This is an optimization exercise on Yosys and OpenROAD, whose aim is small area and a short achievable clock period, not a production implementation.
Function was checked by simulation only, so behaviour that the tests miss may differ from the original.
Power is estimated from default activity; no workload was simulated.

<file path="flow/config.mk">
export PLATFORM = sky130hd
export DESIGN_NAME = data_mem_responder
export DESIGN_NICKNAME = data_mem_responder
export VERILOG_FILES = /design/flow/design.v
export SDC_FILE = /design/flow/constraint.sdc
export NUM_CORES = 4
export LEC_CHECK = 0
export CAP_MARGIN = 20
export CORE_MARGIN = 2
export CORE_UTILIZATION = 50
export CTS_CLUSTER_DIAMETER = 100
export CTS_CLUSTER_SIZE = 24
export SETUP_SLACK_MARGIN = 2.4
export SLEW_MARGIN = 20
</file>
<file path="flow/constraint.sdc">
create_clock -name core_clock -period 4.5 [get_ports {clk}]
set_input_delay 0.9000 -clock core_clock [delete_from_list [all_inputs] [get_ports {clk}]]
set_output_delay 0.9000 -clock core_clock [all_outputs]
set_load 0.01 [all_outputs]
</file>
<file path="flow/design.v">
package data_mem_responder_pkg;
   localparam int ADDR_W_DEF = 6;
   localparam int DATA_W_DEF = 32;
   localparam int TAP_STEP   = 3;
endpackage
import data_mem_responder_pkg::*;
module data_mem_responder_array #(
   parameter int ADDR_W = ADDR_W_DEF,
   parameter int DATA_W = DATA_W_DEF
) (
   input  logic                   clk,
   input  logic [2**ADDR_W-1:0]   we_i,     
   input  logic [2**ADDR_W-1:0]   hold_i,   
   input  logic [DATA_W-1:0]      wdata_i,
   input  logic [2**ADDR_W/2-1:0] rsel_i,   
   input  logic                   rinv_i,   
   output logic [DATA_W-1:0]      rdata_o
);
   localparam int N = 2**ADDR_W;
   logic [DATA_W-1:0] slot_q [N];
   logic [DATA_W-1:0] rd_pos, rd_neg;
   function automatic logic inverted(input int s);
      inverted = ((s / TAP_STEP + 1) % 2) == 1;
   endfunction
   for (genvar s = 0; s < N; s++) begin : g_slot
      if (s % TAP_STEP == 0) begin : g_tap
         logic [DATA_W-1:0] wd;
         assign wd = inverted(s) ? wdata_i : ~wdata_i;
         always_ff @(posedge clk)
            slot_q[s] <= ~(({DATA_W{we_i[s]}} & wd) | ({DATA_W{hold_i[s]}} & slot_q[(s + N - 1) % N]));
      end else begin : g_pass
         always_ff @(posedge clk)
            slot_q[s] <= slot_q[(s + N - 1) % N];
      end
   end
   always_comb begin
      rd_pos = '0;
      rd_neg = '0;
      for (int k = 0; k < N/2; k++)
         if (inverted(2*k)) rd_neg = rd_neg | (slot_q[2*k] & {DATA_W{rsel_i[k]}});
         else               rd_pos = rd_pos | (slot_q[2*k] & {DATA_W{rsel_i[k]}});
   end
   assign rdata_o = rd_pos | ({DATA_W{rinv_i}} & ~rd_neg);
endmodule
import data_mem_responder_pkg::*;
module data_mem_responder #(
   parameter int ADDR_W      = ADDR_W_DEF,
   parameter int DATA_W      = DATA_W_DEF,
   parameter int WAIT_CYCLES = 2
) (
   input  logic                 clk,
   input  logic                 rst,
   input  logic                 req,
   input  logic                 we,
   input  logic [ADDR_W+1:0]    addr,
   input  logic [DATA_W-1:0]    wdata,
   output logic [DATA_W-1:0]    rdata,
   output logic                 ack,
   output logic                 err,
   output logic                 busy
);
   localparam int N = 2**ADDR_W;
   logic              busy_q, w1_q, ack_q, err_q;
   logic              we_q, mis_q;
   logic              st_q;        
   logic              pend_q;      
   logic [ADDR_W-1:0] phase_q, pos_q, pos_d;
   logic [ADDR_W-1:0] posn_q;          
   logic [ADDR_W-1:0] hpos_q, hpos_d;  
   logic              ld_ring_q, ld_buf_q;  
   logic              g_ring, g_buf, g_hold;
   logic [N-1:0]      hit, nhit;
   logic              anyhit;
   logic [N/2-1:0]    rsel_q, rsel_d;  
   logic              rinv_q, rinv_d;
   logic [DATA_W-1:0] buf_q;
   logic [DATA_W-1:0] rdata_q, ring_rdata;
   logic              accept, done, wr;
   function automatic logic inverted(input int s);
      inverted = ((s / TAP_STEP + 1) % 2) == 1;
   endfunction
   function automatic logic [N-1:0] rinv_table(input int n);
      logic [N-1:0] t;
      for (int s = 0; s < n; s++) t[s] = (s % 2 == 0) && (((s / TAP_STEP + 1) % 2) == 1);
      rinv_table = t;
   endfunction
   localparam logic [N-1:0] RINV = rinv_table(N);
   assign accept = req & ~busy_q;
   assign done   = req & rst & w1_q;                  
   assign wr     = (done & st_q) | pend_q;            
   assign g_ring = done & ld_ring_q;
   assign g_buf  = done & ld_buf_q;
   assign g_hold = ~done | (we_q & ~mis_q);
   data_mem_responder_array #(.ADDR_W(ADDR_W), .DATA_W(DATA_W)) u_array (
      .clk     (clk),
      .we_i    (hit & {N{wr}}),
      .hold_i  (nhit | {N{~wr}}),
      .wdata_i (buf_q),
      .rsel_i  (rsel_q),
      .rinv_i  (rinv_q),
      .rdata_o (ring_rdata)
   );
   assign pos_d  = accept ? (addr[ADDR_W+1:2] + phase_q) : (pos_q + 1'b1);
   assign hpos_d = accept ? (addr[ADDR_W+1:2] + (phase_q + 1'b1)) : (pos_q + 2'd2);
   always_comb begin
      anyhit = 1'b0;
      for (int s = 0; s < N; s++) begin
         hit[s]  = (s % TAP_STEP == 0) && (hpos_q == ADDR_W'(s));
         nhit[s] = !((s % TAP_STEP == 0) && (~posn_q == ADDR_W'(s - 1)));
         anyhit  = anyhit | hit[s];
      end
      for (int k = 0; k < N/2; k++)
         rsel_d[k] = (pos_d == ADDR_W'(2*k));
      rinv_d = RINV[pos_d];
   end
   always_ff @(posedge clk) begin
      phase_q  <= phase_q + 1'b1;
      pos_q    <= pos_d;
      posn_q   <= ~pos_d;
      hpos_q   <= hpos_d;
      ld_ring_q <= ~mis_q & ~we_q & pos_q[0];
      ld_buf_q  <= ~mis_q & ~we_q & ~pos_q[0];
      rsel_q   <= rsel_d;
      rinv_q   <= rinv_d;
      pend_q   <= wr & ~anyhit;
      if (accept) begin
         we_q  <= we;
         mis_q <= (addr[1:0] != 2'b00);
         buf_q <= wdata;
      end else if (!we_q) begin
         buf_q <= ring_rdata;
      end
   end
   always_ff @(posedge clk) begin
      if (!rst) begin
         busy_q  <= 1'b0;
         w1_q    <= 1'b0;
         ack_q   <= 1'b0;
         st_q    <= 1'b0;
         err_q   <= 1'b0;
         rdata_q <= '0;
      end else begin
         busy_q <= req;
         w1_q   <= req & busy_q & ~w1_q & ~ack_q;
         ack_q  <= req & (w1_q | ack_q);
         st_q   <= req & (accept ? (we & (addr[1:0] == 2'b00)) : (st_q & ~w1_q & ~ack_q));
         rdata_q <= ({DATA_W{g_ring}} & ring_rdata) | ({DATA_W{g_buf}} & buf_q) |
                    ({DATA_W{g_hold}} & rdata_q);
         if (done) begin
            err_q <= mis_q;
         end else if (ack_q && !req) begin
            err_q <= 1'b0;
         end
      end
   end
   assign ack   = ack_q;
   assign busy  = busy_q;
   assign err   = err_q;
   assign rdata = rdata_q;
endmodule
</file>
<file path="flow/run.sh">
#!/bin/bash
# synth_recipe.tcl (not shown) runs the flow's synth.tcl, then flattens the netlist and writes it again
# the make line also repeats each setting of config.mk as NAME=value (left out here)
make -C /OpenROAD-flow-scripts/flow DESIGN_CONFIG=/design/flow/config.mk WORK_HOME=/design/flow/orfs CLKGATE_MAP_FILE= SYNTH_SCRIPT=/design/flow/synth_recipe.tcl finish
</file>
==> impl_results.md, run 1 <==
* Status: finished clean
* #FFs+latches synth at 2,178
* Most common cell in the netlist: dfxtp_1
* RR Endpoint: rinv_q
* Die width at 346.5 um
* Io pins at 79
* LEAKAGE at 27.99 nW
* Fin util at 0.5806
* P_sw at 8.317 mW
* Distinct cells, synth at 66
* Sequential power share at 0.621
* Fillcell total at 9,398
* Port Buffers at 78
* ANT cells at 0
* Ys flop type: dfxtp_1
* Max Root-Sink Buffers at 3
* RSZ-0062 raised after global routing: yes
* WP data required at 5.11 ns
* Synth top area cells: dfxtp_1 73%, a22oi_1 8.2%, a21oi_1 3.3%
* CTS Buf Count at 101
* Final ANT Viol Nets at 0
* Initial Util at 0.5048
* Synth area leader: dfxtp_1
* Number of synthesized flops with an enable pin at 34
* Setup tns final at 0 ns
* Worst R2R Path Depth at 7
* Critical Path Sink: rinv_q
* Clock Power Share at 0.311
* Drc violations at 0
* Vias/cell at 6.325
* GRT overflow at 0
* Fin crit share at 0.4947
* Clock tree sinks at 2,178
* R2R Setup Slk at 2.27 ns
* Root buffer cell: clkbuf_16
* RD Place Congestion at 0.8544
* WL/cell at 34.68 um
* Pre-CTS setup slack at 0.8906 ns
* Crit Reg-Reg Startpoint: busy_q
* Synthesis-to-layout area growth at 15.03%
* FMAX at 449.2 MHz
* CP Data Arrival Time at 2.84 ns
* Worst Hold Class: register to register
* MaxCap Viol Count at 0
* Fin crit period at 2.226 ns
* Register area share after synthesis at 0.7491
* Avg Inst Size Synth at 12.45 um2
* Area share of the largest cell type after synthesis at 0.7317
* Internal power at 24.63 mW
* Hold path start: u_array.slot_q[61][0]
* Cell Pwr Density at 488.3 nW/um2
* Setup ws final at 2.274 ns
* Layout cells sized above 1 at 0.1380
* Largest net degree at the start of global routing at 41
* Clock latency (worst-skew pair) at 0.75 ns
* Final HPWL from detailed placement at 120,100 um
* DIE HEIGHT at 346.5 um
* Synth async-reset ratio at 0
* Setup violators final at 0
* Mapped Nets at 4,771
* Post-Synthesis Cell Area at 58,660 um2
* CTS tree: built
* Peak VDD IR at 0.3285 mV
* Placed cell area at 61,800 um2
* Clk pin slew, worst setup/hold paths at 0.09 ns
* Hold Worst Slack at 0.3088 ns
* Critical Path Source: busy_q
* Synth top cells by count: 2,144 x dfxtp_1, 641 x a22oi_1, 440 x nor2_1, 392 x a21oi_1, 290 x clkbuf_1
* Slew Limit Fails at 0
* Worst rel slew slack at 0.2551
* Final nets at 4,910
* Gate power share at 0.068
* DRT Wirelength at 222,000 um
* Crit start category: register
* Fin area at 67,470 um2
* Iter 0 DRT Violations at 6,179
* Critical path capture point type: register
* Maximum fanout along the worst path at 6
* Row count at 125
* Synth warnings at 3
* Final hold vios at 0
* Worst-margin pin slew at 1.117 ns
* Total die area at 120,100 um2
* H-tree depth at 3
* Sw Ratio at 0.2524
* Hold-fix buffers, CTS at 0
* GR Util All Layers at 0.3592
* Syn Inst Count at 4,712
* Vias in the first global route at 37.78k
* Vias at 40.49k
* Clock skew at 0.04142 ns
* First-pass GRT wire length at 300,100 um
* Core Area at 116,200 um2
* Initial antenna violation count at 5
* 1st-pass router iterations at 9
* Critical path type: register to register
==> final cells by class <==
type                    instances  area [um2]  share of cell area
repair buffers                355        3934             0.05830
inverters                      12       50.05           0.0007418
clock buffers                 122        2670             0.03957
well taps                    1524        1907             0.02826
flip-flops and latches       2178       44140              0.6543
multi-input cells            2203       14660              0.2173
clock inverters                 7       107.6            0.001595
==> placed cells by master, fill, tap and decap left out, types with 10 or more instances in the layout <==
cell type	count
dfxtp_1	2065
a22oi_1	633
nor2_1	422
a21oi_1	390
buf_4	181
clkbuf_16	105
a22o_1	96
a221oi_1	88
nand2_1	85
nand3_1	77
buf_12	60
buf_6	55
dfxtp_4	41
dfxtp_2	38
nand4_1	37
and2_1	35
clkdlybuf4s50_1	35
nor3_1	34
edfxtp_1	34
nand3_4	32
a222oi_1	32
o21ai_1	31
clkbuf_1	18
a31oi_2	15
a31oi_1	14
xnor2_1	14
nor2_2	10
==> power by group through the flow <==
stage	clock (mW)	sequential, mW	combinational, mW
after floorplan	0	20.1	1.48
after detailed placement	0	21.0	1.67
after global placement	0	21.0	1.67
after CTS	10.2	20.4	2.05
after global routing	10.9	20.5	2.32
final	10.3	20.5	2.24
==> stage by stage <==
step,cells,power (mW)
4_1_cts,6358,32.74
3_5_place_dp,6105,22.63
5_1_grt,6401,33.75
6_report,6401,32.95
3_3_place_gp,6105,22.62
2_1_floorplan,4712,21.58
==> critical path, stage by stage, from the launching register on <==
cell,delay (ns)
dfxtp_2,0.33
buf_4,0.12
nand2b_4,0.17
or4_4,0.50
o21ai_4,0.29
nor3_4,0.12
a31o_1,0.26
a2111oi_4,0.30
==> flip-flops by register name, indices dropped and copies added, names as in the netlist, 5 cells and up <==
register,cells
rdata_q,32
phase_q,6
buf_q,32
u_array.slot_q,2048
hpos_q,6
pos_q,6
rsel_q,32
posn_q,5
==> metal layers <==
metal | GRT usage | vias up | wire length [um]
met5 | 0 | - | 20
met4 | 0.1702 | 2 | 12530
met3 | 0.07037 | 612 | 22820
met2 | 0.5633 | 2556 | 99810
met1 | 0.4789 | 20293 | 86790
li1 | - | 17023 | -
==> what timing repair did <==
action	CTS	global route
gates cloned	15	1
pin swaps	35	24
gates resized for setup	398	69
endpoints found under the setup margin	874	293
buffers inserted	109	42
==> cell families (layout without fill, tap and decap cells) <==
group	count (synthesis)	after routing	share of synthesized area
adder cells (fa/ha/maj)	15	15	0.003456
buffers and inverters	341	496	0.02270
flip-flops	2178	2178	0.7491
AND/OR/NAND/NOR	796	806	0.05992
XOR/XNOR	22	22	0.003285
AO/OA/AOI/OAI	1358	1358	0.1612
multiplexers	2	2	0.0003413
==> how the worst min path moves through the flow <==
| stage | to | slack (ns) | depth (start not counted) |
|---|---|---|---|
| after floorplan | u_array.slot_q[10][0] | 0.31 | 0 |
| after global placement | u_array.slot_q[8][22] | 0.31 | 0 |
| after detailed placement | u_array.slot_q[2][1] | 0.31 | 0 |
| after CTS | u_array.slot_q[2][0] | 0.31 | 0 |
| after global routing | u_array.slot_q[32][8] | 0.33 | 0 |
| final | u_array.slot_q[62][0] | 0.31 | 0 |
==> inputs of run 2 (changes only) <==
--- a/flow/config.mk
+++ b/flow/config.mk
@@ -8,7 +8,7 @@
 export CAP_MARGIN = 20
 export CORE_MARGIN = 2
-export CORE_UTILIZATION = 50
+export CORE_UTILIZATION = 40
 export CTS_CLUSTER_DIAMETER = 100
-export CTS_CLUSTER_SIZE = 24
+export CTS_CLUSTER_SIZE = 28
 export SETUP_SLACK_MARGIN = 2.4
 export SLEW_MARGIN = 20
==> run 2 against run 1 <==
Against the previous run: synthesized cell count is the same; core utilization shrank 12 points; non-clock buffer count shrank 27; cell area shrank 0.23%; sequential share of layout area grew 0.12 points; area after synthesis is the same; via count shrank 0.56%; hold slack gained 0.0027 ns; total power shrank 2.0%; register-to-register slack gained 0.07 ns; routed wire length shrank 0.67%; clock skew grew 0.0033 ns; largest cell class unchanged; largest power group unchanged; highest routed layer unchanged.
==> impl_results.md, run 2 <==
* Max Root-Sink Buffers at 3 (unchanged)
* Most common cell in the netlist: dfxtp_1
* FMAX at 461.5 MHz (+2.7%)
* Critical path capture point type: primary output
* Buf+Inv Stages, Crit Path at 1 (unchanged)
* Hold EP: u_array.slot_q[2][16]
* Iter 0 DRT Violations at 6,194 (+0.24%)
* GRT overflow at 0 (unchanged)
* Clock tree sinks at 2,178 (unchanged)
* Area share of the largest cell type after synthesis at 0.7317 (unchanged)
* Peak VDD IR at 0.3846 mV (+17%)
* Clock Power Share at 0.295 (-0.016)
* Register area share after synthesis at 0.7491 (unchanged)
* Synth area leader: dfxtp_1
* Root buffer cell: clkbuf_16
* Avg Inst Size Synth at 12.45 um2 (unchanged)
* Cell Pwr Density at 479.5 nW/um2 (-1.8%)
* Critical path type: register to primary output
* Port Buffers at 78 (unchanged)
* Cell depth of the worst setup path at 1 (-6)
* Gate power share at 0.071 (+0.003)
* DRT Wirelength at 220,500 um (-0.67%)
* Layout cells sized above 1 at 0.1363 (-0.001650)
* Ys flop type: dfxtp_1
* Synthesis-to-layout area growth at 14.77%
* Row count at 140 (+12%)
* CTS Buf Count at 88 (-13%)
* Internal power at 24.09 mW (-2.2%)
* Distinct cells, synth at 66 (unchanged)
* LEAKAGE at 27.66 nW (-1.2%)
* R2R Setup Slk at 2.34 ns (+0.07 ns)
* Mapped Nets at 4,771 (unchanged)
* WP data required at 3.60 ns (-1.51 ns)
* Most flops, register: u_array.slot_q
* Synth top area cells: dfxtp_1 73%, a22oi_1 8.2%, a21oi_1 3.3%
* Largest net degree at the start of global routing at 33 (-20%)
* Worst R2R Path Depth at 8 (+1)
* Worst path slowest cell: dfxtp_4
* RR Endpoint: rinv_q
* Crit Reg-Reg Startpoint: busy_q
* CP Data Arrival Time at 1.27 ns (-1.57 ns)
* Worst-margin pin slew at 1.106 ns (-0.01177 ns)
* Initial Util at 0.4030 (-0.1018)
* Synth async-reset ratio at 0 (unchanged)
* Most common cell after layout, fill and taps aside: dfxtp_1
* Total chip power at 32.28 mW (-2.0%)
* Drc violations at 0 (unchanged)
* Post-Synthesis Cell Area at 58,660 um2 (unchanged)
* P_sw at 8.190 mW (-1.5%)
* Multi-input logic area at 14,700 um2 (+0.27%)
* Die width at 386.9 um (+12%)
* Largest register FFs at 2,048 (unchanged)
* 1st-pass router iterations at 6 (-3)
* Io pins at 79 (unchanged)
* CP cell instances: buf_6
* Worst rel slew slack at 0.2630 (+0.007849)
* H-tree depth at 3 (unchanged)
* Final nets at 4,861 (-1.0%)
* Hold path start: u_array.slot_q[1][16]
* Largest stage delay, worst path at 0.42 ns (-0.08 ns)
* Sequential power share at 0.634 (+0.013)
* Vias at 40.26k (-0.56%)
* RSZ-0062 raised after global routing: yes
* CP top delay family: flip-flops
* Vias in the first global route at 37.84k (+0.15%)
* Final ANT Viol Nets at 0 (unchanged)
* Slew Limit Fails at 0 (unchanged)
* Worst Hold Class: register to register
* Fin crit share at 0.4815 (-0.01318)
* Total die area at 149,700 um2 (+25%)
* Core Area at 145,600 um2 (+25%)
* Synth warnings at 3 (unchanged)
* Setup tns final at 0 ns (unchanged)
* Vias/cell at 5.968 (-5.6%)
* #FFs+latches synth at 2,178 (unchanged)
* Setup violators final at 0 (unchanged)
* Crit start category: register
* RD Place Congestion at 0.8658 (+1.3%)
* First-pass GRT wire length at 297,800 um (-0.77%)
* Hold-fix buffers, CTS at 0 (unchanged)
* Clock latency (worst-skew pair) at 0.75 ns (about the same)
* CTS tree: built
* Initial antenna violation count at 12 (+7)
* Fillcell total at 12.81k (+36%)
* Clock skew at 0.04471 ns (+0.003286 ns)
* Register area at 44,130 um2 (about the same)
* DIE HEIGHT at 386.9 um (+12%)
* Most frequent cells in the layout: 2,064 x dfxtp_1, 621 x a22oi_1, 419 x nor2_1, 389 x a21oi_1, 159 x buf_4
* Final hold vios at 0 (unchanged)
* Synth top cells by count: 2,144 x dfxtp_1, 641 x a22oi_1, 440 x nor2_1, 392 x a21oi_1, 290 x clkbuf_1
* Number of synthesized flops with an enable pin at 34 (unchanged)
* Status: finished clean
* Final HPWL from detailed placement at 122,200 um (+1.7%)
* GR Util All Layers at 0.2822 (-0.07695)
* Maximum fanout along the worst path at 2 (-4)
* Syn Inst Count at 4,712 (unchanged)
* WL/cell at 32.68 um (-5.7%)
* Sw Ratio at 0.2537 (+0.001279)
* Clk pin slew, worst setup/hold paths at 0.11 ns (+0.02 ns)
* MaxCap Viol Count at 0 (unchanged)
* Worst Hold Depth at 0 (unchanged)
* Fin crit period at 2.167 ns (-0.05929 ns)
run 2: power by group through the flow:
stage / clock network (mW) / registers [mW] / logic, mW
finish: 9.52 / 20.5 / 2.28
detailed placement: 0 / 21.0 / 1.68
floorplan: 0 / 20.1 / 1.48
global route: 10.2 / 20.5 / 2.37
CTS: 9.54 / 20.5 / 2.07
global placement: 0 / 21.0 / 1.68
run 2: kinds of logic after synthesis:
| logic type | Yosys count | synth area share |
|---|---|---|
| AO/OA/AOI/OAI | 1358 | 0.1612 |
| multiplexers | 2 | 0.0003413 |
| AND/OR/NAND/NOR | 796 | 0.05992 |
| adder cells (fa/ha/maj) | 15 | 0.003456 |
| flip-flops | 2178 | 0.7491 |
| XOR/XNOR | 22 | 0.003285 |
| buffers and inverters | 341 | 0.02270 |
run 2: repair_timing:
item / CTS / global route
buffers inserted: 85 / 30
setup endpoints to repair: 873 / 403
cloned: 4 / 1
pin swaps: 21 / 13
gates resized for setup: 395 / 105
run 2: worst max-delay path by stage:
stage,start,endpoint,slack (ns)
6_report,rdata_q[0],rdata[0],2.33
5_1_grt,phase_q[1],rinv_q,2.26
4_1_cts,busy_q,rinv_q,2.28
3_5_place_dp,req,u_array.slot_q[39][11],0.73
3_3_place_gp,req,u_array.slot_q[39][20],0.84
2_1_floorplan,addr[4],rinv_q,1.93
run 2: cell type report:
cell class / count / share of cell area
clock buffer: 109 / 0.03451
antenna: 3 / 0.0001115
tap: 1917 / 0.03563
clock inverter: 5 / 0.001190
sequential: 2178 / 0.6555
multi-input combinational: 2194 / 0.2184
timing repair buffer: 328 / 0.05396
inverter: 12 / 0.0007435
run 2: stage by stage:
step	util	instances	hold slack [ns]	area (um2)	setup WS, ns
final	0.4625	6746	0.3115	67320	2.333
after global routing	0.4624	6744	0.3262	67310	2.259
after CTS	0.4568	6711	0.3197	66500	2.278
after detailed placement	0.4281	6508	0.3121	62310	0.7339
after global placement	0.4281	6508	0.3096	62310	0.8356
after floorplan	-	4712	0.3096	59280	1.935
run 2: routing by layer:
metal	part of all wire	vias to the layer above	wire length, um	track usage
met5	0.00053	-	116	0
met4	0.054	16	12020	0.1328
met3	0.12	575	26040	0.07099
met2	0.43	2701	95710	0.4297
met1	0.39	20075	86610	0.3760
li1	-	16893	-	-
==> inputs of run 3 (changes only) <==
--- a/flow/config.mk
+++ b/flow/config.mk
@@ -10,5 +10,6 @@
 export CORE_UTILIZATION = 40
 export CTS_CLUSTER_DIAMETER = 100
-export CTS_CLUSTER_SIZE = 28
+export CTS_CLUSTER_SIZE = 24
+export GPL_ROUTABILITY_DRIVEN = 0
 export SETUP_SLACK_MARGIN = 2.4
 export SLEW_MARGIN = 20
==> run 3 against run 2 <==
Against the previous run: first-iteration DRC count fell by 1.6%; sequential cell count unchanged; clock skew hardly changed; non-clock buffer count decreased by 23; hold slack worse by 0.0088 ns; synthesized cell count is the same; clock power is 5% higher; critical path depth unchanged; critical path type unchanged; largest cell class unchanged.
==> impl_results.md, run 3 <==
* Status: finished clean
* Die width at 386.9 um (unchanged)
* Crit Reg-Reg Startpoint: w1_q
* Vias at 40.47k (+0.51%)
* Critical Path Source: rdata_q[0]
* CTS tree: built
* Most flops, register: u_array.slot_q
* CP top delay family: flip-flops
* Layout cells sized above 1 at 0.1350 (-0.001322)
* Area share of the largest cell type after synthesis at 0.7317 (unchanged)
* Largest stage delay, worst path at 0.41 ns (about the same)
* First-pass GRT wire length at 298,600 um (+0.29%)
* Worst-margin pin slew at 1.156 ns (+0.05073 ns)
* Critical path capture point type: primary output
* Post-Synthesis Cell Area at 58,660 um2 (unchanged)
* Gate power share at 0.069 (-0.002)
* Clk pin slew, worst setup/hold paths at 0.09 ns (-0.02 ns)
* Worst R2R Path Depth at 6 (-2)
* Critical Path Sink: rdata[0]
* Peak VDD IR at 0.3134 mV (-19%)
* Setup tns final at 0 ns (unchanged)
* Setup ws final at 2.304 ns (-0.02942 ns)
* Final hold vios at 0 (unchanged)
* Number of synthesized flops with an enable pin at 34 (unchanged)
* Mapped Nets at 4,771 (unchanged)
* Most common cell after layout, fill and taps aside: dfxtp_1
* Iter 0 DRT Violations at 6,097 (-1.6%)
* Cell Pwr Density at 487.5 nW/um2 (+1.7%)
* Fin area at 67,300 um2 (about the same)
* Final HPWL from detailed placement at 122,200 um (unchanged)
* WP data required at 3.60 ns (about the same)
* Sw Ratio at 0.2543 (+0.0006146)
* Vias in the first global route at 38.16k (+0.85%)
* H-tree depth at 3 (unchanged)
* DIE HEIGHT at 386.9 um (unchanged)
* Clock Power Share at 0.306 (+0.011)
* #FFs+latches synth at 2,178 (unchanged)
* Largest net degree at the start of global routing at 33 (unchanged)
* WL/cell at 32.75 um (+0.21%)
* Largest register FFs at 2,048 (unchanged)
* Io pins at 79 (unchanged)
* Syn Inst Count at 4,712 (unchanged)
* Critical path type: register to primary output
* Synth warnings at 3 (unchanged)
* Fin crit period at 2.196 ns (+0.02942 ns)
* FMAX at 455.4 MHz (-1.3%)
* Clock latency (worst-skew pair) at 0.77 ns (+0.02 ns)
* GR Util All Layers at 0.2827 (+0.0004576)
* MaxCap Viol Count at 0 (unchanged)
* CP cell instances: buf_6
* Avg Inst Size Synth at 12.45 um2 (unchanged)
* Core Area at 145,600 um2 (unchanged)
* Cell depth of the worst setup path at 1 (unchanged)
* Fin util at 0.4623 (about the same)
* Sequential power share at 0.624 (-0.010)
* Final ANT Viol Nets at 0 (unchanged)
* Synth area leader: dfxtp_1
* Initial Util at 0.4030 (unchanged)
* GRT overflow at 0 (unchanged)
* Final cell count without fillers at 6,736 (-0.15%)
* Maximum fanout along the worst path at 2 (unchanged)
* Pre-CTS setup slack at 0.7339 ns (unchanged)
* Most frequent cells in the layout: 2,063 x dfxtp_1, 621 x a22oi_1, 423 x nor2_1, 390 x a21oi_1, 149 x buf_4
* RSZ-0062 raised after global routing: yes
* Worst path slowest cell: dfxtp_4
* RR Endpoint: u_array.slot_q[18][14]
* 1st-pass router iterations at 8 (+2)
* Worst Hold Class: register to register
* Internal power at 24.46 mW (+1.5%)
* Vias/cell at 6.008 (+0.66%)
* Hold Worst Slack at 0.3027 ns (-0.008773 ns)
* CP Data Arrival Time at 1.30 ns (+0.03 ns)
* DRT Wirelength at 220,600 um (about the same)
* Placed Instances at 6,508 (unchanged)
* Final nets at 4,850 (-0.23%)
* CTS Buf Count at 100 (+14%)
* Clock skew at 0.04464 ns (-0.00006370 ns)
* Row count at 140 (unchanged)
* LEAKAGE at 27.60 nW (-0.24%)
* R2R Setup Slk at 2.36 ns (+0.02 ns)
* Clock tree sinks at 2,178 (unchanged)
* Root buffer cell: clkbuf_16
* Max Root-Sink Buffers at 3 (unchanged)
* Buf+Inv Stages, Crit Path at 1 (unchanged)
* Synth async-reset ratio at 0 (unchanged)
* Ys flop type: dfxtp_1
* P_sw at 8.343 mW (+1.9%)
* Port Buffers at 78 (unchanged)
* Initial antenna violation count at 7 (-5)
* Synth top area cells: dfxtp_1 73%, a22oi_1 8.2%, a21oi_1 3.3%
* Total chip power at 32.80 mW (+1.6%)
* Setup violators final at 0 (unchanged)
* Most common cell in the netlist: dfxtp_1
* Register area share after synthesis at 0.7491 (unchanged)
* Placed cell area at 62,310 um2 (unchanged)
* Fin crit share at 0.4880 (+0.006538)
* Slew Limit Fails at 0 (unchanged)
* Worst rel slew slack at 0.2292 (-0.03382)
* Total die area at 149,700 um2 (unchanged)
* Synth top cells by count: 2,144 x dfxtp_1, 641 x a22oi_1, 440 x nor2_1, 392 x a21oi_1, 290 x clkbuf_1
* Crit start category: register
* Synthesis-to-layout area growth at 14.73% (about the same)
* Drc violations at 0 (unchanged)
* Distinct cells, synth at 66 (unchanged)
[run 3: cell count changes in the layout (fill, tap and decap cells not counted), sizes merged]
cell / previous run / this run
buf: 285 / 264
clkbuf: 111 / 118
diode: 3 / 5
inv: 13 / 15
bufbuf: 1 / 0
clkdlybuf4s15: 1 / 2
clkinv: 4 / 5
dlygate4sd2: 4 / 3
[run 3: how the worst min path moves through the flow]
stage / start / endpoint / slack, ns / cells past startpoint
after floorplan: u_array.slot_q[9][0] / u_array.slot_q[10][0] / 0.31 / 0
after global placement: u_array.slot_q[45][16] / u_array.slot_q[46][16] / 0.31 / 0
after detailed placement: u_array.slot_q[15][21] / u_array.slot_q[16][21] / 0.31 / 0
after CTS: u_array.slot_q[9][16] / u_array.slot_q[10][16] / 0.31 / 0
after global routing: u_array.slot_q[9][16] / u_array.slot_q[10][16] / 0.32 / 0
final: u_array.slot_q[55][16] / u_array.slot_q[56][16] / 0.30 / 0
[run 3: kinds of logic after synthesis]
group                      count (synthesis)  synth area share
AOI/OAI and AO/OA                       1358            0.1612
xor gates and xnor gates                  22          0.003285
adders and majority gates                 15          0.003456
buffers and inverters                    341           0.02270
DFF                                     2178            0.7491
muxes                                      2         0.0003413
and+or+nand+nor                          796           0.05992
[run 3: final cells by class]
cell class / count / area [um2]
Tap cell: 1917 / 2399
Multi-Input combinational cell: 2194 / 14700
Clock inverter: 8 / 117.6
Timing Repair Buffer: 305 / 3329
Clock buffer: 117 / 2566
Sequential cell: 2178 / 44130
Antenna cell: 5 / 12.51
Fill cell: 12850 / 78270
Inverter: 12 / 50.05
[run 3: per-layer routing]
metal,up-vias,wire length [um],share of wire,global-route usage
li1,16872,-,-,-
met1,20403,89450,0.41,0.3798
met2,2636,96110,0.44,0.4275
met3,548,24230,0.11,0.06842
met4,8,10760,0.049,0.1355
met5,-,63,0.00029,0
[run 3: power by group through the flow]
| stage | Clock (mW) | Combinational, mW | Sequential (mW) |
|---|---|---|---|
| 6_report | 10.0 | 2.27 | 20.5 |
| 5_1_grt | 10.7 | 2.35 | 20.5 |
| 4_1_cts | 10.1 | 2.08 | 20.5 |
| 3_3_place_gp | 0 | 1.68 | 21.0 |
| 3_5_place_dp | 0 | 1.68 | 21.0 |
| 2_1_floorplan | 0 | 1.48 | 20.1 |
[run 3: repair_timing]
item,in CTS,in global routing
endpoints found under the setup margin,872,495
gates resized for setup,403,94
buffers inserted,75,19
hold buffers,0,0
pin swaps,18,11
cloned,3,1
==> inputs of run 4 (changes only) <==
--- a/flow/config.mk
+++ b/flow/config.mk
@@ -11,5 +11,4 @@
 export CTS_CLUSTER_DIAMETER = 100
 export CTS_CLUSTER_SIZE = 24
-export GPL_ROUTABILITY_DRIVEN = 0
 export SETUP_SLACK_MARGIN = 2.4
 export SLEW_MARGIN = 20
==> run 4 against run 3 <==
Against the previous run: still clean; count of clock-buffer cells in the layout unchanged; sequential cell count unchanged; critical path type unchanged; highest routed layer unchanged; global-route usage unchanged; largest power group unchanged; clock skew unchanged.
==> impl_results.md, run 4 <==
* Crit start category: register
* Final HPWL from detailed placement at 122,200 um (unchanged)
* Fin crit period at 2.196 ns (unchanged)
* Worst path slowest cell: dfxtp_4
* Synth top cells by count: 2,144 x dfxtp_1, 641 x a22oi_1, 440 x nor2_1, 392 x a21oi_1, 290 x clkbuf_1
* Mapped Nets at 4,771 (unchanged)
* Core Area at 145,600 um2 (unchanged)
* Hold-fix buffers, CTS at 0 (unchanged)
* M1 GR Usage at 0.3798 (unchanged)
* First-pass GRT wire length at 298,600 um (unchanged)
* Crit Reg-Reg Startpoint: w1_q
* #FFs+latches synth at 2,178 (unchanged)
* CTS Buf Count at 100 (unchanged)
* Vias in the first global route at 38.16k (unchanged)
* Maximum fanout along the worst path at 2 (unchanged)
* Slew Limit Fails at 0 (unchanged)
* Avg Inst Size Synth at 12.45 um2 (unchanged)
* FMAX at 455.4 MHz (unchanged)
* GRT overflow at 0 (unchanged)
* Most frequent cells in the layout: 2,063 x dfxtp_1, 621 x a22oi_1, 423 x nor2_1, 390 x a21oi_1, 149 x buf_4
* Layer with the highest usage: met2
* Fin crit share at 0.4880 (unchanged)
* Hold EP: u_array.slot_q[56][16]
* Largest register FFs at 2,048 (unchanged)
* Register area share after synthesis at 0.7491 (unchanged)
* Initial Util at 0.4030 (unchanged)
* Hold path start: u_array.slot_q[55][16]
* Total die area at 149,700 um2 (unchanged)
* Distinct cells, synth at 66 (unchanged)
* Register area at 44,130 um2 (unchanged)
* Pre-CTS setup slack at 0.7339 ns (unchanged)
* Clock Power Share at 0.306 (about the same)
* Main combinational cell family by area after synthesis: compound AO/OA/AOI/OAI gates
* Final nets at 4,850 (unchanged)
* Row count at 140 (unchanged)
* Max Root-Sink Buffers at 3 (unchanged)
* Met2 usage at 0.4275 (unchanged)
* Die width at 386.9 um (unchanged)
* Setup violators final at 0 (unchanged)
* Clock tree sinks at 2,178 (unchanged)
* Worst Hold Class: register to register
* Total chip power at 32.80 mW (unchanged)
* WL/cell at 32.75 um (unchanged)
* Port Buffers at 78 (unchanged)
* Cell Pwr Density at 487.5 nW/um2 (unchanged)
* Internal power at 24.46 mW (unchanged)
* WP data required at 3.60 ns (about the same)
* DRT Wirelength at 220,600 um (unchanged)
* Gate power share at 0.069 (about the same)
* P_sw at 8.343 mW (unchanged)
* GR Util All Layers at 0.2827 (unchanged)
* Post-Synthesis Cell Area at 58,660 um2 (unchanged)
* Worst R2R Path Depth at 6 (unchanged)
* RR Endpoint: u_array.slot_q[18][14]
* Synth Area in XOR/XNOR at 0.003285 (unchanged)
* R2R Setup Slk at 2.36 ns (about the same)
* Most common cell after layout, fill and taps aside: dfxtp_1
* Synth async-reset ratio at 0 (unchanged)
* Area share of the largest cell type after synthesis at 0.7317 (unchanged)
* Final hold vios at 0 (unchanged)
* Setup ws final at 2.304 ns (unchanged)
* Final ANT Viol Nets at 0 (unchanged)
* Critical path type: register to primary output
* Global-route track usage on met3 at 0.06842 (unchanged)
* CP top delay family: flip-flops
* CTS tree: built
* Adder-cell share of the synthesized area at 0.003456 (unchanged)
* Multi-input logic area at 14,700 um2 (unchanged)
* Clock skew at 0.04464 ns (unchanged)
* CP Data Arrival Time at 1.30 ns (about the same)
* Vias/cell at 6.008 (unchanged)
* Number of synthesized flops with an enable pin at 34 (unchanged)
* Drc violations at 0 (unchanged)
* Largest stage delay, worst path at 0.41 ns (about the same)
* Root buffer cell: clkbuf_16
* Worst rel slew slack at 0.2292 (unchanged)
* Peak VDD IR at 0.3134 mV (unchanged)
* Most flops, register: u_array.slot_q
* Synth top area cells: dfxtp_1 73%, a22oi_1 8.2%, a21oi_1 3.3%
* Clock latency (worst-skew pair) at 0.77 ns (about the same)
* Vias at 40.47k (unchanged)
* Worst-margin pin slew at 1.156 ns (unchanged)
* RSZ-0062 raised after global routing: yes
* DIE HEIGHT at 386.9 um (unchanged)
* Synth Area in Compound Gates at 0.1612 (unchanged)
* Post-synthesis simple-gate area fraction at 0.05992 (unchanged)
* Critical path capture point type: primary output
* Sw Ratio at 0.2543 (unchanged)
* Mux contribution to synthesized area at 0.0003413 (unchanged)
* Synthesis-to-layout area growth at 14.73% (unchanged)
* Layout cells sized above 1 at 0.1350 (unchanged)
* Io pins at 79 (unchanged)
* Status: finished clean
* 1st-pass router iterations at 8 (unchanged)
* Largest net degree at the start of global routing at 33 (unchanged)
* H-tree depth at 3 (unchanged)
* Buf+Inv Stages, Crit Path at 1 (unchanged)
* Ys flop type: dfxtp_1
* Initial antenna violation count at 7 (unchanged)
* Synth area leader: dfxtp_1
* Worst Hold Depth at 0 (unchanged)
* Setup tns final at 0 ns (unchanged)
* Synth warnings at 3 (unchanged)
* Syn Inst Count at 4,712 (unchanged)
* Clk pin slew, worst setup/hold paths at 0.09 ns (about the same)
* RD Place Congestion at 0.8658
* MaxCap Viol Count at 0 (unchanged)
* Sequential power share at 0.624 (about the same)
* CP cell instances: buf_6
* LEAKAGE at 27.60 nW (unchanged)
* Most common cell in the netlist: dfxtp_1
* Fillcell total at 12.85k (unchanged)
* Iter 0 DRT Violations at 6,097 (unchanged)
-- run 4: final cells by class --
cell class                 instances  area share
antenna                            5   0.0001859
sequential                      2178      0.6557
clock buffer                     117     0.03813
inverter                          12   0.0007437
timing repair buffer             305     0.04947
multi-input combinational       2194      0.2184
tap                             1917     0.03564
clock inverter                     8    0.001748
-- run 4: what timing repair did --
item / in CTS / in global routing
setup buffers: 75 / 19
pin swaps: 18 / 11
setup endpoints to repair: 872 / 495
gates resized for setup: 403 / 94
cloned: 3 / 1
-- run 4: per-stage QoR --
stage	instances	hold WS (ns)	util	instance area [um2]
2_1_floorplan	4712	0.3096	-	59280
3_3_place_gp	6508	0.3096	0.4281	62310
3_5_place_dp	6508	0.3121	0.4281	62310
4_1_cts	6711	0.3127	0.4578	66640
5_1_grt	6732	0.3233	0.4623	67290
6_report	6736	0.3027	0.4623	67300
-- run 4: cell families (layout without fill, tap and decap cells) --
| group | Yosys count | count (layout) |
|---|---|---|
| AND/OR/NAND/NOR | 796 | 797 |
| buffers and inverters | 341 | 442 |
| AO/OA/AOI/OAI | 1358 | 1358 |
| multiplexers | 2 | 2 |
| flip-flops | 2178 | 2178 |
| XOR/XNOR | 22 | 22 |
| other | 0 | 5 |
| adder cells (fa/ha/maj) | 15 | 15 |
-- run 4: power groups by stage --
stage          logic [mW]  registers, mW  clock network [mW]
2_1_floorplan        1.48           20.1                   0
3_3_place_gp         1.68           21.0                   0
3_5_place_dp         1.68           21.0                   0
4_1_cts              2.08           20.5                10.1
5_1_grt              2.35           20.5                10.7
6_report             2.27           20.5                10.0
-- run 4: routing by layer --
metal | vias up | share of wire
li1 | 16872 | -
met1 | 20403 | 0.41
met2 | 2636 | 0.44
met3 | 548 | 0.11
met4 | 8 | 0.049
met5 | - | 0.00029
-- run 4: how the worst max path moves through the flow --
stage               start                     end  depth (start not counted)
2_1_floorplan     addr[4]                  rinv_q                          7
3_3_place_gp          req  u_array.slot_q[39][20]                          8
3_5_place_dp          req  u_array.slot_q[39][11]                          8
4_1_cts        rdata_q[0]                rdata[0]                          1
5_1_grt           addr[4]                  rinv_q                         10
6_report       rdata_q[0]                rdata[0]                          1
==> inputs of run 5 (changes only) <==
--- a/flow/config.mk
+++ b/flow/config.mk
@@ -6,5 +6,5 @@
 export NUM_CORES = 4
 export LEC_CHECK = 0
-export CAP_MARGIN = 20
+export CAP_MARGIN = 10
 export CORE_MARGIN = 2
 export CORE_UTILIZATION = 40
@@ -12,3 +12,3 @@
 export CTS_CLUSTER_SIZE = 24
 export SETUP_SLACK_MARGIN = 2.4
-export SLEW_MARGIN = 20
+export SLEW_MARGIN = 10
==> run 5 against run 4 <==
Against the previous run: first-iteration DRC count rose by 3.0%; routed wire length about the same; worst setup slack improved by 0.0023 ns; critical endpoint unchanged; largest cell class unchanged; still clean on timing, DRC and antenna; clock skew up 0.0013 ns.
==> impl_results.md, run 5 <==
* Status: finished clean
* Hold Worst Slack at 0.2989 ns (-0.003798 ns)
* Io pins at 79 (unchanged)
* Crit start category: register
* Fin crit share at 0.4875 (-0.0005111)
* CTS Buf Count at 100 (unchanged)
* Clock tree sinks at 2,178 (unchanged)
* Worst rel slew slack at 0.2461 (+0.01694)
* Largest net degree at the start of global routing at 33 (unchanged)
* Worst R2R Path Depth at 6 (unchanged)
* CTS tree: built
* Worst path slowest cell: dfxtp_4
* DIE HEIGHT at 386.9 um (unchanged)
* Routed length on met1 at 89,040 um (-0.46%)
* Synth warnings at 3 (unchanged)
* Synth area leader: dfxtp_1
* DRT Wirelength at 220,700 um (about the same)
* Critical path type: register to primary output
* FMAX at 455.8 MHz (+0.10%)
* Row count at 140 (unchanged)
* RR Endpoint: u_array.slot_q[48][24]
* Placed cell area at 62,310 um2 (about the same)
* Critical path capture point type: primary output
* Final ANT Viol Nets at 0 (unchanged)
* CP cell instances: buf_6
* Final HPWL from detailed placement at 122,200 um (about the same)
* H-tree depth at 3 (unchanged)
* Iter 0 DRT Violations at 6,279 (+3.0%)
* MaxCap Viol Count at 0 (unchanged)
* #FFs+latches synth at 2,178 (unchanged)
* Setup tns final at 0 ns (unchanged)
* Clock skew at 0.04594 ns (+0.001294 ns)
* Vias at 40.30k (-0.42%)
* Vias in the first global route at 38.15k (-0.034%)
* Slew Limit Fails at 0 (unchanged)
* LEAKAGE at 27.62 nW (+0.10%)
* Synth top cells by count: 2,144 x dfxtp_1, 641 x a22oi_1, 440 x nor2_1, 392 x a21oi_1, 290 x clkbuf_1
* Total chip power at 32.81 mW (about the same)
* Die width at 386.9 um (unchanged)
* Synth async-reset ratio at 0 (unchanged)
* Layout cells sized above 1 at 0.1346 (-0.0004714)
* Final cell count without fillers at 6,737 (+0.015%)
* Core Area at 145,600 um2 (unchanged)
* Setup ws final at 2.306 ns (+0.002300 ns)
* RD Place Congestion at 0.8658 (unchanged)
* RSZ-0062 raised after global routing: yes
* Largest register FFs at 2,048 (unchanged)
* First-pass GRT wire length at 299,000 um (+0.13%)
* CP top delay family: flip-flops
* Fin area at 67,300 um2 (about the same)
* Fin util at 0.4624 (about the same)
* Crit Reg-Reg Startpoint: w1_q
* Critical Path Source: rdata_q[0]
* Number of synthesized flops with an enable pin at 34 (unchanged)
* Most common cell after layout, fill and taps aside: dfxtp_1
* Clk pin slew, worst setup/hold paths at 0.09 ns (about the same)
* Final hold vios at 0 (unchanged)
* Fin crit period at 2.194 ns (-0.002300 ns)
* Most flops, register: u_array.slot_q
* Avg Inst Size Synth at 12.45 um2 (unchanged)
* Synthesis-to-layout area growth at 14.74% (about the same)
* GRT overflow at 0 (unchanged)
* WL/cell at 32.76 um (about the same)
* CP Data Arrival Time at 1.29 ns (about the same)
* Syn Inst Count at 4,712 (unchanged)
* Clock latency (worst-skew pair) at 0.77 ns (about the same)
* Pre-CTS setup slack at 0.7339 ns (unchanged)
* Vias/cell at 5.981 (-0.44%)
* Cell Pwr Density at 487.5 nW/um2 (about the same)
* WP data required at 3.60 ns (about the same)
* Max layer used: met5
* Max Root-Sink Buffers at 3 (unchanged)
* Ys flop type: dfxtp_1
* Synth top area cells: dfxtp_1 73%, a22oi_1 8.2%, a21oi_1 3.3%
* Most common cell in the netlist: dfxtp_1
* Port Buffers at 78 (unchanged)
* R2R Setup Slk at 2.31 ns (-0.05 ns)
* Worst-margin pin slew at 1.131 ns (-0.02541 ns)
* 1st-pass router iterations at 6 (-2)
* Setup violators final at 0 (unchanged)
* Register area share after synthesis at 0.7491 (unchanged)
* Mapped Nets at 4,771 (unchanged)
* GR Util All Layers at 0.2833 (+0.0005879)
* Critical Path Sink: rdata[0]
* Peak VDD IR at 0.3187 mV (+1.7%)
* Maximum fanout along the worst path at 2 (unchanged)
* Drc violations at 0 (unchanged)
* Distinct cells, synth at 66 (unchanged)
* Cell depth of the worst setup path at 1 (unchanged)
* Root buffer cell: clkbuf_16
* Placed Instances at 6,508 (unchanged)
* Most frequent cells in the layout: 2,062 x dfxtp_1, 621 x a22oi_1, 426 x nor2_1, 390 x a21oi_1, 149 x buf_4
* Met3 routed WL at 24,790 um (+2.3%)
* Total die area at 149,700 um2 (unchanged)
* Initial antenna violation count at 7 (unchanged)
* Largest stage delay, worst path at 0.41 ns (about the same)
* Buf+Inv Stages, Crit Path at 1 (unchanged)
* Post-Synthesis Cell Area at 58,660 um2 (unchanged)
* Met2 Routed Length at 95,380 um (-0.76%)
* Area share of the largest cell type after synthesis at 0.7317 (unchanged)
* Initial Util at 0.4030 (unchanged)
* Final nets at 4,853 (+0.062%)
* Worst Hold Class: register to register
==> run 5: cell counts after synthesis <==
Identical to the previous run, type by type.
==> run 5: kinds of logic (layout without fill, tap and decap cells) <==
group,after synthesis,count (layout),share of synthesized area
flip-flops,2178,2178,0.7491
AO/OA/AOI/OAI,1358,1358,0.1612
AND/OR/NAND/NOR,796,797,0.05992
buffers and inverters,341,444,0.02270
XOR/XNOR,22,22,0.003285
adder cells (fa/ha/maj),15,15,0.003456
multiplexers,2,2,0.0003413
other,0,4,0
==> run 5: layout make-up <==
class,instances,area (um2)
Antenna cell,4,10.01
Clock buffer,116,2562
Fill cell,12830,78260
Timing Repair Buffer,308,3343
Clock inverter,8,117.6
Tap cell,1917,2399
Multi-Input combinational cell,2194,14690
Sequential cell,2178,44130
Inverter,12,52.55
==> run 5: timing repair <==
item | CTS | global route
gates cloned | 3 | 1
setup buffers | 77 | 20
endpoints found under the setup margin | 872 | 489
gates resized for setup | 404 | 98
hold buffers | 0 | 0
endpoints found under the hold margin | 0 | 0
pin swaps | 18 | 13
==> run 5: worst min-delay path by stage <==
| stage | cells after the start | slack, ns | start | to |
|---|---|---|---|---|
| final | 0 | 0.30 | u_array.slot_q[55][16] | u_array.slot_q[56][16] |
| after global routing | 0 | 0.32 | u_array.slot_q[9][16] | u_array.slot_q[10][16] |
| after floorplan | 0 | 0.31 | u_array.slot_q[9][0] | u_array.slot_q[10][0] |
| after global placement | 0 | 0.31 | u_array.slot_q[45][16] | u_array.slot_q[46][16] |
| after detailed placement | 0 | 0.31 | u_array.slot_q[15][21] | u_array.slot_q[16][21] |
| after CTS | 0 | 0.31 | u_array.slot_q[9][16] | u_array.slot_q[10][16] |
==> run 5: power by group <==
part	internal, mW	switching [mW]	leakage, nW	total, mW
sequential	19.5	0.971	18.1	20.5
combinational	0.867	1.40	8.24	2.27
clock	4.08	5.97	1.30	10.1
total	24.5	8.35	27.6	32.8
==> run 5: routing by layer <==
metal	GRT usage	up-vias
met5	0	-
met4	0.1382	18
met3	0.07099	614
met2	0.4273	2579
met1	0.3790	20197
li1	-	16888
==> inputs of run 6 (changes only) <==
--- a/flow/config.mk
+++ b/flow/config.mk
@@ -6,5 +6,5 @@
 export NUM_CORES = 4
 export LEC_CHECK = 0
-export CAP_MARGIN = 10
+export CAP_MARGIN = 30
 export CORE_MARGIN = 2
 export CORE_UTILIZATION = 40
@@ -12,3 +12,3 @@
 export CTS_CLUSTER_SIZE = 24
 export SETUP_SLACK_MARGIN = 2.4
-export SLEW_MARGIN = 10
+export SLEW_MARGIN = 30
==> run 6 against run 5 <==
Against the previous run: maximum frequency is 1.2% higher; register-to-register slack better by 0.04 ns; synthesized cell count unchanged; cell count grew 0.37%; cell area grew 0.55%; non-clock buffer count is 20 higher; core utilization is 0.25 points higher; combinational power rose by 9.7%; largest cell class unchanged; first-iteration DRC count is 5.7% lower; sequential share of layout area down 0.37 points; worst setup slack improved by 0.025 ns.
==> impl_results.md, run 6 <==
* Status: finished clean
* Most frequent cells in the layout: 2,063 x dfxtp_1, 626 x a22oi_1, 414 x nor2_1, 389 x a21oi_1, 156 x buf_4
* Max Root-Sink Buffers at 3 (unchanged)
* Area share of the largest cell type after synthesis at 0.7317 (unchanged)
* 1st-pass router iterations at 6 (unchanged)
* Peak VDD IR at 0.2911 mV (-8.7%)
* Distinct cells, synth at 66 (unchanged)
* Critical Path Source: rdata_q[0]
* Synth Area in XOR/XNOR at 0.003285 (unchanged)
* Avg Inst Size Synth at 12.45 um2 (unchanged)
* Adder-cell share of the synthesized area at 0.003456 (unchanged)
* DRT Wirelength at 221,300 um (+0.28%)
* Synth area leader: dfxtp_1
* Number of synthesized flops with an enable pin at 34 (unchanged)
* Worst-margin pin slew at 1.045 ns (-0.08550 ns)
* Final cell count without fillers at 6,762 (+0.37%)
* Synth top area cells: dfxtp_1 73%, a22oi_1 8.2%, a21oi_1 3.3%
* Synth warnings at 3 (unchanged)
* RD Place Congestion at 0.8658 (unchanged)
* Worst Hold Class: register to register
* Placed Instances at 6,511 (+0.046%)
* Fin crit period at 2.168 ns (-0.02536 ns)
* Hold-fix buffers, CTS at 0 (unchanged)
* Final hold vios at 0 (unchanged)
* CP Data Arrival Time at 1.27 ns (-0.02 ns)
* Hold path start: u_array.slot_q[37][7]
* Die width at 386.9 um (unchanged)
* Most common cell after layout, fill and taps aside: dfxtp_1
* Ys flop type: dfxtp_1
* Total die area at 149,700 um2 (unchanged)
* CTS tree: built
* Core Area at 145,600 um2 (unchanged)
* Largest net degree at the start of global routing at 33 (unchanged)
* Main combinational cell family by area after synthesis: compound AO/OA/AOI/OAI gates
* Worst rel slew slack at 0.3031 (+0.05700)
* Synthesis-to-layout area growth at 15.37%
* Clk pin slew, worst setup/hold paths at 0.09 ns (about the same)
* Root buffer cell: clkbuf_16
* #FFs+latches synth at 2,178 (unchanged)
* WL/cell at 32.73 um (about the same)
* FMAX at 461.2 MHz (+1.2%)
* Multi-input logic area at 14,740 um2 (+0.35%)
* Fin crit share at 0.4819 (-0.005636)
* Vias in the first global route at 38.16k (+0.021%)
* CP top delay family: flip-flops
* Post-synthesis simple-gate area fraction at 0.05992 (unchanged)
* Final ANT Viol Nets at 0 (unchanged)
* Synth Area in Compound Gates at 0.1612 (unchanged)
* Setup tns final at 0 ns (unchanged)
* Maximum fanout along the worst path at 2 (unchanged)
* Most flops, register: u_array.slot_q
* WP data required at 3.60 ns (about the same)
* GR Util All Layers at 0.2830 (about the same)
* Drc violations at 0 (unchanged)
* MaxCap Viol Count at 0 (unchanged)
* Critical path capture point type: primary output
* Register area at 44,120 um2 (about the same)
* Crit Reg-Reg Startpoint: hpos_q[1]
* Critical path type: register to primary output
* Mapped Nets at 4,771 (unchanged)
* H-tree depth at 3 (unchanged)
* Mux contribution to synthesized area at 0.0003413 (unchanged)
* Clock latency (worst-skew pair) at 0.75 ns (-0.02 ns)
* Initial antenna violation count at 9 (+2)
* Crit start category: register
* Iter 0 DRT Violations at 5,922 (-5.7%)
* Port Buffers at 78 (unchanged)
* Cell Pwr Density at 488.1 nW/um2 (+0.13%)
* Vias/cell at 5.937 (-0.74%)
* Final HPWL from detailed placement at 122,400 um (+0.20%)
* Most common cell in the netlist: dfxtp_1
* Fillcell total at 12.73k (-0.80%)
* Io pins at 79 (unchanged)
* Setup violators final at 0 (unchanged)
* LEAKAGE at 27.83 nW (+0.75%)
* Row count at 140 (unchanged)
* Vias at 40.15k (-0.37%)
* Initial Util at 0.4030 (unchanged)
* Largest stage delay, worst path at 0.41 ns (about the same)
* First-pass GRT wire length at 298,900 um (about the same)
* Syn Inst Count at 4,712 (unchanged)
* Synth top cells by count: 2,144 x dfxtp_1, 641 x a22oi_1, 440 x nor2_1, 392 x a21oi_1, 290 x clkbuf_1
* Synth async-reset ratio at 0 (unchanged)
* Clock tree sinks at 2,178 (unchanged)
* Slew Limit Fails at 0 (unchanged)
* Final nets at 4,874 (+0.43%)
* DIE HEIGHT at 386.9 um (unchanged)
* Worst path slowest cell: dfxtp_4
* CP cell instances: buf_6
* Clock skew at 0.03699 ns (-0.008943 ns)
* GRT overflow at 0 (unchanged)
* RSZ-0062 raised after global routing: yes
* Layout cells sized above 1 at 0.1408 (+0.006270)
* CTS Buf Count at 101 (+1.0%)
* Post-Synthesis Cell Area at 58,660 um2 (unchanged)
* Register area share after synthesis at 0.7491 (unchanged)
* Largest register FFs at 2,048 (unchanged)
* Buf+Inv Stages, Crit Path at 1 (unchanged)
[run 6: cell counts after synthesis]
No cell type changed its count.
[run 6: per-layer routing]
| metal | global-route usage | routed length (um) | vias to the layer above | part of all wire |
|---|---|---|---|---|
| met5 | 0.005104 | 234 | - | 0.0011 |
| met3 | 0.07929 | 25600 | 582 | 0.12 |
| li1 | - | - | 16936 | - |
| met1 | 0.3739 | 87830 | 19957 | 0.40 |
| met4 | 0.1290 | 11560 | 15 | 0.052 |
| met2 | 0.4300 | 96080 | 2658 | 0.43 |
[run 6: kinds of logic (layout without fill, tap and decap cells)]
| group | Yosys count | in the layout |
|---|---|---|
| xor+xnor | 22 | 22 |
| fa+ha+maj | 15 | 15 |
| mux | 2 | 2 |
| simple gates | 796 | 797 |
| compound gates | 1358 | 1358 |
| other cells | 0 | 2 |
| flops | 2178 | 2178 |
| buf+inv | 341 | 471 |
[run 6: report_power, final]
group	switching (mW)	internal, mW
Clock	6.03	4.15
Sequential	0.846	19.5
Combinational	1.56	0.921
[run 6: final timing paths]
path                      endpoint  slack [ns]  cells after the start
min reg2reg  u_array.slot_q[38][7]        0.31                      0
max                       rdata[0]        2.33                      1
min          u_array.slot_q[38][7]        0.31                      0
max reg2reg  u_array.slot_q[6][12]        2.35                      5
[run 6: repair_timing]
action / 4_1_cts / 5_1_grt
pin swaps: 26 / 26
setup endpoints to repair: 873 / 366
setup buffers: 81 / 26
cloned: 4 / 1
resized for setup: 413 / 99
[run 6: final cells by class]
cell class	count	area share
diodes	2	0.00007396
clock buffers	123	0.03857
clock inverters	8	0.002108
inverters	12	0.0008135
multi-input cells	2194	0.2178
flip-flops and latches	2178	0.6520
well taps	1917	0.03544
repair buffers	328	0.05314
[run 6: through the flow]
stage                     instance area [um2]  hold WS (ns)  worst slack, ns  utilization  power (mW)
after CTS                               66860        0.3162            2.305       0.4593       32.74
final                                   67670        0.3135            2.332       0.4649       33.03
after global placement                  62310        0.3096           0.8356       0.4281       22.66
after global routing                    67670        0.3288            2.274       0.4649       33.87
after detailed placement                62380        0.3121           0.7390       0.4285       22.68
after floorplan                         59280        0.3096            1.935            -       21.58
==> inputs of run 7 (changes only) <==
==> flow/flow/run.sh (new file) <==
#!/bin/bash
# The standard layout, with clock tree synthesis told to form sink clusters of up to 24
# flip-flops within 100 um and not to add dummy loads.
set -euo pipefail
bash standard.sh \
  CTS_ARGS="-sink_clustering_enable -repair_clock_nets -sink_clustering_size 24 -sink_clustering_max_diameter 100 -dont_use_dummy_load" \
  finish > standard.log 2>&1
==> flow/standard.sh (new file) <==
#!/bin/bash
# synth_recipe.tcl (not shown) runs the flow's synth.tcl, then flattens the netlist and writes it again
# the make line also repeats each setting of config.mk as NAME=value (left out here)
make -C /OpenROAD-flow-scripts/flow DESIGN_CONFIG=/design/flow/config.mk WORK_HOME=/design/flow/orfs CLKGATE_MAP_FILE= SYNTH_SCRIPT=/design/flow/synth_recipe.tcl "${@:-finish}"
--- a/flow/config.mk
+++ b/flow/config.mk
@@ -6,9 +6,7 @@
 export NUM_CORES = 4
 export LEC_CHECK = 0
-export CAP_MARGIN = 30
+export CAP_MARGIN = 20
 export CORE_MARGIN = 2
 export CORE_UTILIZATION = 40
-export CTS_CLUSTER_DIAMETER = 100
-export CTS_CLUSTER_SIZE = 24
 export SETUP_SLACK_MARGIN = 2.4
-export SLEW_MARGIN = 30
+export SLEW_MARGIN = 20
removed: flow/run.sh
==> run 7 against run 6 <==
Against the previous run: hold slack got worse by 0.039 ns; count of clock-buffer cells in the layout shrank 23; highest routed layer unchanged; largest power group unchanged; register-to-register slack lost 0.04 ns; critical path type is now input port to register; sequential cell count did not move; sequential power about the same; synthesized cell count did not move; sequential share of layout area is 0.50 points higher.
==> impl_results.md, run 7 <==
* Status: finished clean
* Iter 0 DRT Violations at 5,964 (+0.71%)
* Ys flop type: dfxtp_1
* Largest net degree at the start of global routing at 33 (unchanged)
* MaxCap Viol Count at 0 (unchanged)
* Synthesis-to-layout area growth at 14.50%
* WL/cell at 32.79 um (+0.20%)
* Avg Inst Size Synth at 12.45 um2 (unchanged)
* Vias at 40.38k (+0.57%)
* Initial Util at 0.4030 (unchanged)
* Area share of the largest cell type after synthesis at 0.7317 (unchanged)
* Clk pin slew, worst setup/hold paths at 0.09 ns (about the same)
* Io pins at 79 (unchanged)
* CP cell instances: clkbuf_4 -> and3_4 -> a21oi_4 -> or3_4 -> buf_4 -> nor2_4 -> buf_4 -> a22oi_1
* Critical path capture point type: register
* Critical path type: input port to register
* Syn Inst Count at 4,712 (unchanged)
* Layout cells sized above 1 at 0.1352 (-0.005574)
* Most used cell, CP: buf_4
* Worst Hold Class: register to register
* Vias in the first global route at 38.08k (-0.21%)
* 1st-pass router iterations at 7 (+1)
* Synth area leader: dfxtp_1
* Number of synthesized flops with an enable pin at 34 (unchanged)
* Hold-fix buffers, CTS at 0 (unchanged)
* DRT Wirelength at 220,500 um (-0.36%)
* GRT overflow at 0 (unchanged)
* LEAKAGE at 27.63 nW (-0.74%)
* Vias/cell at 6.005 (+1.1%)
* #FFs+latches synth at 2,178 (unchanged)
* Setup tns final at 0 ns (unchanged)
* Root buffer cell: clkbuf_16
* Final HPWL from detailed placement at 122,200 um (-0.20%)
* Largest register FFs at 2,048 (unchanged)
* Post-Synthesis Cell Area at 58,660 um2 (unchanged)
* CTS tree: built
* Distinct cells, synth at 66 (unchanged)
* CTS Buf Count at 100 (-0.99%)
* CP Data Arrival Time at 2.76 ns (+1.49 ns)
* Mapped Nets at 4,771 (unchanged)
* Most common cell in the netlist: dfxtp_1
* RD Place Congestion at 0.8658 (unchanged)
* Crit start category: input port
* Synth top area cells: dfxtp_1 73%, a22oi_1 8.2%, a21oi_1 3.3%
* Setup violators final at 0 (unchanged)
* Placed Instances at 6,508 (-0.046%)
* Clock tree sinks at 2,178 (unchanged)
* Max Root-Sink Buffers at 3 (unchanged)
* Fin crit share at 0.4886 (+0.006720)
* H-tree depth at 3 (unchanged)
* Worst path slowest cell: or3_4
* Synth top cells by count: 2,144 x dfxtp_1, 641 x a22oi_1, 440 x nor2_1, 392 x a21oi_1, 290 x clkbuf_1
* Die width at 386.9 um (unchanged)
* Final cell count without fillers at 6,724 (-0.56%)
* Core Area at 145,600 um2 (unchanged)
* WP data required at 5.07 ns (+1.47 ns)
* Peak VDD IR at 0.2806 mV (-3.6%)
* Final nets at 4,867 (-0.14%)
* Register area share after synthesis at 0.7491 (unchanged)
* Cell Pwr Density at 484.4 nW/um2 (-0.78%)
* FMAX at 454.8 MHz (-1.4%)
* Fin crit period at 2.199 ns (+0.03024 ns)
* GR Util All Layers at 0.2821 (-0.0009733)
* Clock skew at 0.05972 ns (+0.02273 ns)
* Hold Worst Slack at 0.2750 ns (-0.03850 ns)
* Initial antenna violation count at 9 (unchanged)
* Port Buffers at 78 (unchanged)
* Final hold vios at 0 (unchanged)
* Maximum fanout along the worst path at 18 (+16)
* Largest stage delay, worst path at 0.42 ns (about the same)
* Most common cell after layout, fill and taps aside: dfxtp_1
* RSZ-0062 raised after global routing: yes
* Slew Limit Fails at 0 (unchanged)
* Clock latency (worst-skew pair) at 0.75 ns (about the same)
* Worst rel slew slack at 0.2603 (-0.04280)
* Final ANT Viol Nets at 0 (unchanged)
* Most flops, register: u_array.slot_q
* Synth warnings at 3 (unchanged)
* First-pass GRT wire length at 298,100 um (-0.29%)
* Drc violations at 0 (unchanged)
* Worst-margin pin slew at 1.110 ns (+0.06419 ns)
* DIE HEIGHT at 386.9 um (unchanged)
* Most frequent cells in the layout: 2,062 x dfxtp_1, 625 x a22oi_1, 421 x nor2_1, 390 x a21oi_1, 166 x buf_4
* Synth async-reset ratio at 0 (unchanged)
* Total die area at 149,700 um2 (unchanged)
* Row count at 140 (unchanged)
==> run 7: timing repair <==
action | CTS | global route
setup endpoints to repair | 873 | 412
buffers inserted | 92 | 19
gates cloned | 3 | 1
resized for setup | 407 | 85
pin swaps | 27 | 17
==> run 7: kinds of logic after synthesis <==
| kind of cell | count (synthesis) | share of synthesized area |
|---|---|---|
| multiplexers | 2 | 0.0003413 |
| adder cells (fa/ha/maj) | 15 | 0.003456 |
| AND/OR/NAND/NOR | 796 | 0.05992 |
| AO/OA/AOI/OAI | 1358 | 0.1612 |
| XOR/XNOR | 22 | 0.003285 |
| buffers and inverters | 341 | 0.02270 |
| flip-flops | 2178 | 0.7491 |
==> run 7: worst max-delay path: cells and delay by family <==
kind	cells	cell delay [ns]
buffers and inverters	3	0.76
AO/OA/AOI/OAI	2	0.33
AND/OR/NAND/NOR	3	0.76
==> run 7: cell type report <==
| cell class | count | area [um2] |
|---|---|---|
| Clock buffer | 100 | 2502 |
| Antenna cell | 1 | 2.502 |
| Fill cell | 12841 | 78400 |
| Sequential cell | 2178 | 44130 |
| Tap cell | 1917 | 2399 |
| Multi-Input combinational cell | 2194 | 14630 |
| Timing Repair Buffer | 322 | 3448 |
| Inverter | 12 | 50.05 |
==> run 7: path summary, 6_finish.rpt <==
path | startpoint | to | slack, ns | depth (start not counted)
worst max-delay path | req | u_array.slot_q[0][22] | 2.30 | 8
worst min-delay path | u_array.slot_q[55][16] | u_array.slot_q[56][16] | 0.27 | 0
worst max register to register | w1_q | u_array.slot_q[0][22] | 2.31 | 7
worst min register to register | u_array.slot_q[55][16] | u_array.slot_q[56][16] | 0.27 | 0
==> run 7: per-layer routing <==
layer  vias up  global-route usage  wire length, um
met5         -                   0               67
met4        10              0.1390            11280
met3       564             0.06902            25420
met2      2699              0.4262            96080
met1     20237              0.3773            87650
li1      16866                   -                -
==> run 7: power by group <==
| group | internal [mW] | total, mW | leakage, nW | switching (mW) |
|---|---|---|---|---|
| Sequential | 19.5 | 20.5 | 18.1 | 0.970 |
| Combinational | 0.860 | 2.25 | 8.31 | 1.39 |
| Clock | 3.97 | 9.79 | 1.23 | 5.82 |
==> run 7: metrics by stage <==
step                      cell area, um2  total power, mW  setup slack (ns)    util
after CTS                          66560            32.33             2.266  0.4573
after detailed placement           62310            22.66            0.7339  0.4281
final                              67160            32.53             2.301  0.4614
after floorplan                    59280            21.58             1.935       -
after global placement             62310            22.66            0.8356  0.4281
after global routing               67160            33.31             2.293  0.4614

==> port drivers added, routing unchanged <==
The results above use ideal ports. As a check the final layouts listed here were re-extracted and re-timed, cells and wires unchanged. Step 1 assumes that a clkbuf_16 drives the clock port and a buf_2 every other input. Step 2, shift: input delay + t, output delay - t, t = (earliest + latest rising clock arrival at the registers) / 2. This alone moves slack from input paths to output paths. Slacks: ideal ports / drivers / drivers and shift; pairs: ideal ports / drivers.
| run | t, ns | setup WS [ns] | latest minus earliest clock arrival (ns) | slew at the worst register clock pin (ns) |
|---|---|---|---|---|
| run 1 | 0.808 | 2.274 / 2.222 / 1.548 | 0.045 / 0.045 | 0.10 / 0.10 |
| run 2 | 0.806 | 2.333 / 2.252 / 1.580 | 0.047 / 0.048 | 0.11 / 0.11 |
| run 3 | 0.826 | 2.304 / 2.227 / 1.567 | 0.046 / 0.046 | 0.10 / 0.10 |
| run 4 | 0.826 | 2.304 / 2.227 / 1.567 | 0.046 / 0.046 | 0.10 / 0.10 |
| run 5 | 0.826 | 2.306 / 2.228 / 1.575 | 0.047 / 0.048 | 0.10 / 0.10 |
| run 6 | 0.815 | 2.332 / 2.252 / 1.569 | 0.044 / 0.044 | 0.10 / 0.10 |
| run 7 | 0.806 | 2.301 / 2.247 / 1.547 | 0.086 / 0.087 | 0.11 / 0.11 |
After both steps setup and hold are still met in every run listed. For run 6, which loses most, drivers alone change the setup slack by -0.080 ns; drivers and shift together by -0.763 ns.
